What follows belongs to an exercise in optimizing a design on an open flow for a short achievable clock period and few clock cycles per item; a production flow would make more cautious choices.
Only simulation tests tie the RTL to the original design; equivalence was not proved.

Setup of run A:
==> flow/design.v <==
`timescale 1ns/1ps
module divider_top (
    input  logic        clk,
    input  logic        rst_n,
    input  logic [31:0] op1,
    input  logic [31:0] op2,
    input  logic [2:0]  funct3,
    input  logic        start,
    input  logic        ack,
    output logic [31:0] result,
    output logic        done
);
    localparam int RB   = 3;                       
    localparam int G    = 2;                       
    localparam int RO   = 2;                       
    localparam int M    = RB * G;                  
    localparam int NCMX = (32 - RO + M - 1) / M;   
    localparam int WW   = NCMX * M + RO;           
    localparam int NM   = (1 << RB) - 1;           
    localparam int NO   = (1 << RO) - 1;           
    localparam int NMX  = (NM > NO) ? NM : NO;
    localparam int XW   = 32 + RB;
    localparam int OW   = 32 + RO;
    localparam int MW   = 32 + ((RB > RO) ? RB : RO);
    localparam int CW   = $clog2(NCMX + 1);
    logic        sgn, a_neg, b_neg, b_zero;
    logic [31:0] a_abs;
    function automatic logic [31:0] mag(input logic [31:0] v, input logic neg);
        logic [31:0] below;
        below[0] = 1'b0;
        for (int i = 1; i < 32; i++) below[i] = below[i-1] | v[i-1];
        mag = v ^ ({32{neg}} & below);
    endfunction
    assign sgn    = ~funct3[0];
    assign a_neg  = sgn & op1[31];
    assign b_neg  = sgn & op2[31];
    assign a_abs  = mag(op1, a_neg);
    assign b_zero = (op2 == 32'd0);
    logic [31:0]     ua, ub;
    logic [NCMX-1:0] reach;
    logic [NCMX:0]   csel;
    logic [CW-1:0]   ncyc;
    assign ua = op1 ^ {32{a_neg}};
    assign ub = op2 ^ {32{b_neg}};
    always_comb begin
        for (int c = 0; c < NCMX; c++) begin
            logic [32:0] t;
            logic        cs;
            cs = a_neg;
            t  = {1'b0, ua >> (c * M + RO)} + {1'b0, ~ub} + {32'd0, cs} + {32'd0, ~b_neg};
            reach[c] = ~b_zero & t[32];
        end
        csel[0] = ~reach[0];
        for (int c = 1; c < NCMX; c++)
            csel[c] = reach[c-1] & ~reach[c];
        csel[NCMX] = reach[NCMX-1];
        ncyc = '0;
        for (int c = 1; c <= NCMX; c++)
            if (csel[c]) ncyc = CW'(c);
    end
    logic [31:0]   r_init;
    logic [WW-1:0] w_init;
    assign {r_init, w_init} = {{WW{1'b0}}, a_abs} << (WW - RO);
    logic [MW-1:0] mult_init [1:NMX];
    always_comb begin
        logic [MW-1:0] e, ne, t1, t3, t5, t7;
        logic [MW-1:0] s_a, s_b;
        e  = b_neg ? {{(MW-32){op2[31]}}, op2} : MW'(op2);
        ne = ~e;
        t1 = b_neg ? (e + {MW{1'b1}}) : ne;
        s_a = ~((e << 1) ^ e);
        s_b = ((e << 1) | e) << 1;
        t3 = b_neg ? (s_a + s_b) : ~((e << 1) + e);
        s_a = ~((e << 2) ^ e);
        s_b = ((e << 2) | e) << 1;
        t5 = b_neg ? (s_a + s_b) : ~((e << 2) + e);
        t7 = b_neg ? ((e << 3) + ne) : ~((e << 3) + ne + 1'b1);
        for (int j = 1; j <= NMX; j++) begin
            case (j)
                1:       mult_init[j] = t1;
                2:       mult_init[j] = {t1[MW-2:0], 1'b1};
                3:       mult_init[j] = t3;
                4:       mult_init[j] = {t1[MW-3:0], 2'b11};
                5:       mult_init[j] = t5;
                6:       mult_init[j] = {t3[MW-2:0], 1'b1};
                7:       mult_init[j] = t7;
                default: mult_init[j] = ~(MW'(j) * (b_neg ? -e : e));
            endcase
        end
    end
    logic          busy_q;
    logic [CW-1:0] cnt_q;
    logic          accept;
    logic [31:0]   rem_q;
    logic [OW-1:0] oxx_q;               
    logic [WW-1:0] w_q;
    logic [MW-1:0] mult_q [1:NMX];
    logic [OW-1:0] multx_q [1:NO];      
    logic [31:0]   quo_q, quom_q;
    logic          rem_sel_q, rneg_q, qneg_q;
    logic          first_q;
    logic [NCMX:1] csel_q;
    assign accept = start & ~busy_q & (~done | ack);
    logic [31:0]   rem_nxt;
    logic [WW-1:0] w_nxt;
    logic [31:0]   quo_nxt, quom_nxt;
    always_comb begin
        logic [31:0]   r;
        logic [WW-1:0] w0;
        logic [32+WW-1:0] cat;
        logic [31:0]   q, qm;
        logic [XW-1:0] x;
        logic [MW:0]   d [0:NM];
        logic [NM+1:0] ge;
        logic [NM:0]   oh;
        logic [RB-1:0] dig;
        logic [XW-1:0] nx;
        cat = first_q ? '0 : {rem_q, w_q};
        for (int c = 1; c <= NCMX; c++)
            if (first_q & csel_q[c])
                cat = cat | ({{WW{1'b0}}, rem_q, w_q[WW-1 -: RO]} << (WW - c * M - RO));
        {r, w0} = cat;
        q  = quo_q;
        qm = quom_q;
        for (int s = 0; s < G; s++) begin
            x = {r, w0[WW-1-RB*s -: RB]};
            ge[0] = 1'b1;
            d[0]  = (MW+1)'(x);
            for (int j = 1; j <= NM; j++) begin
                d[j]  = (MW+1)'(x) + {1'b0, mult_q[j]} + (MW+1)'(1);
                ge[j] = d[j][MW];
            end
            ge[NM+1] = 1'b0;
            dig = '0;
            nx  = '0;
            for (int j = 0; j <= NM; j++) begin
                oh[j] = ge[j] & ~ge[j+1];
                if (oh[j]) dig = dig | RB'(j);
                nx = nx | ({XW{oh[j]}} & d[j][XW-1:0]);
            end
            r = nx[31:0];
            if (dig != '0) qm = {q[31-RB:0], dig - 1'b1};
            else           qm = {qm[31-RB:0], {RB{1'b1}}};
            q = {q[31-RB:0], dig};
        end
        rem_nxt  = r;
        quo_nxt  = q;
        quom_nxt = qm;
        w_nxt    = w0 << M;
    end
    always_ff @(posedge clk or negedge rst_n) begin
        if (!rst_n) begin
            busy_q <= 1'b0;
            cnt_q  <= '0;
            done   <= 1'b0;
        end else begin
            if (accept) begin
                busy_q <= (ncyc != '0);
                cnt_q  <= ncyc;
                done   <= (ncyc == '0);
            end else if (busy_q) begin
                cnt_q <= cnt_q - 1'b1;
                if (cnt_q == CW'(1)) begin
                    busy_q <= 1'b0;
                    done   <= 1'b1;
                end
            end else if (ack) begin
                done <= 1'b0;
            end
        end
    end
    always_ff @(posedge clk) begin
        if (accept) begin
            rem_q     <= r_init;
            w_q       <= w_init;
            oxx_q     <= {r_init, w_init[WW-1 -: RO]} ^ {OW{a_neg}};
            for (int j = 1; j <= NMX; j++) mult_q[j] <= mult_init[j];
            for (int j = 1; j <= NO; j++) multx_q[j] <= mult_init[j][OW-1:0] ^ {OW{a_neg}};
            quo_q     <= b_zero ? 32'hffff_ffff : 32'd0;
            quom_q    <= b_zero ? 32'd0 : 32'hffff_ffff;
            rem_sel_q <= funct3[1];
            rneg_q    <= a_neg;
            first_q   <= 1'b1;
            csel_q    <= csel[NCMX:1];
            qneg_q    <= (a_neg ^ b_neg) & ~b_zero;
        end else if (busy_q) begin
            rem_q  <= rem_nxt;
            w_q    <= w_nxt;
            oxx_q  <= {rem_nxt, w_nxt[WW-1 -: RO]} ^ {OW{rneg_q}};
            quo_q  <= quo_nxt;
            quom_q <= quom_nxt;
            first_q <= 1'b0;
        end
    end
    logic [OW-1:0] ox;
    logic [NO+1:0] oge;
    logic [NO:0]   ooh;
    logic [RO-1:0] odig;
    logic [OW-1:0] orem;
    logic [31-RO:0] qhi_nz, qhi_z;
    logic [RO-1:0] qlo;
    logic [31:0]   qres;
    always_comb begin
        logic [MW:0]   t;
        logic [OW-1:0] v;
        logic [OW-1:0] mneg;
        ox     = {rem_q, w_q[WW-1 -: RO]};
        mneg   = {OW{rneg_q}};
        oge[0] = 1'b1;
        for (int j = 1; j <= NO; j++) begin
            t      = (MW+1)'(ox) + {1'b0, mult_q[j]} + (MW+1)'(1);
            oge[j] = t[MW];
        end
        oge[NO+1] = 1'b0;
        odig = '0;
        orem = '0;
        for (int j = 0; j <= NO; j++) begin
            ooh[j] = oge[j] & ~oge[j+1];
            if (ooh[j]) odig = odig | RO'(j);
            if (j == 0) v = oxx_q + OW'(rneg_q);
            else        v = oxx_q + multx_q[j] + OW'(1);
            orem = orem | ({OW{ooh[j]}} & v);
        end
        qhi_nz = qneg_q ? ~quo_q[31-RO:0] : quo_q[31-RO:0];
        qhi_z  = qneg_q ? ~quom_q[31-RO:0] : quo_q[31-RO:0];
        if (odig != '0) qlo = qneg_q ? ~(odig - 1'b1) : odig;
        else            qlo = qneg_q ? '0 : '0;
        qres = {oge[1] ? qhi_nz : qhi_z, qlo};
    end
    assign result = rem_sel_q ? orem[31:0] : qres;
endmodule
clock: 27.0 ns
lec_check: 0
cap_margin: 25
core_margin: 2
core_utilization: 50
place_density: 0.7
slew_margin: 20
standard.sh (not shown) runs the stock make flow with config.mk's settings and CLKGATE_MAP_FILE= SYNTH_SCRIPT=/design/flow/synth_recipe.tcl, a recipe that flattens the netlist after the stock synthesis.
==> flow/flow/run.sh <==
#!/bin/bash
set -euo pipefail
bash standard.sh finish SETUP_SLACK_MARGIN=18 > standard_flow.log 2>&1
Testbench counts of run A, summed over its fixed seeds: cycles 60,636, items 32,000.
## Diff of input files: run B against run A
Settings: PLACE_DENSITY no longer set, was 0.7; CAP_MARGIN now 30, was 25; CORE_UTILIZATION now 40, was 50.
Results
Run B has completed all stages; timing, DRC and antenna checks passed. Run A has higher global-route usage than run B. Compared with run A, in run B area occupied by multi-input gates increased 300 µm², total inserted antenna cells increased 6, core occupancy in the finished layout decreased 12 points.
> inputs changed (run B -> run C)
Settings: CAP_MARGIN changed from 30 to 20; PLACE_DENSITY newly set to 0.65; CORE_UTILIZATION changed from 40 to 50.
## What came out
Between run C and run B, the sequential cell area does not differ in any meaningful way. Comparing number of placed cells counting well taps for run B and run C, the smaller number came from run C. Between run B and run C, the flow reports die width decreasing by more than 10%. Time the final worst path needs with I/O delays and setup improves in run C relative to run B. Of run B and run C, run B shows the lower worst setup slack, with run C above it. Against run B, run C comes in 0.054 higher on last weighted congestion value of the routability-driven placer. Number of diodes: run B and run C compared, lower one is run C. Of run B and run C, the run reporting the lower routed length per placed instance was run B. Relative to run B, the global-route wire length before repair of run C is lower by 11000 µm. A worst-path cell with the longest stage delay of sky130_fd_sc_hd__edfxtp_1 is what run B shows, while sky130_fd_sc_hd__or4_4 belongs to run C. On total count of max-transition violations in the final report, run B and run C are neck and neck. Run C was carried through to the last stage, and its layout satisfied the timing, DRC and antenna checks.

==> re-timing with driven ports <==
The flow's constraints put no driver on any port. The routed layouts listed below were extracted and timed again, unchanged, in two steps.
Step 1: set_driving_cell puts a clkbuf_16 on clk and a buf_2 on each other input, an assumption about the parent block.
Step 2 times the ports against the registers' clock, not the clock port: input delays grow and output delays shrink by t, the midpoint of the rising clock arrivals with the driver on.
Slacks: ideal / step 1 / step 2; pairs: ideal / step 1.
| run | t, ns | setup slack, ns | hold slack, ns | worst register clock-pin slew, ns | worst slew at a driven data input, ns |
|---|---|---|---|---|---|
| run A | 0.722 | 17.113 / 17.025 / 17.365 | 0.458 / 0.458 / 0.458 | 0.07 / 0.07 | 0.09 |
| run B | 0.702 | 17.111 / 17.035 / 17.431 | 0.467 / 0.467 / 0.467 | 0.07 / 0.07 | 0.08 |
| run C | 0.722 | 17.327 / 17.238 / 17.381 | 0.464 / 0.464 / 0.464 | 0.07 / 0.07 | 0.05 |
After both steps every run listed still meets setup and hold.
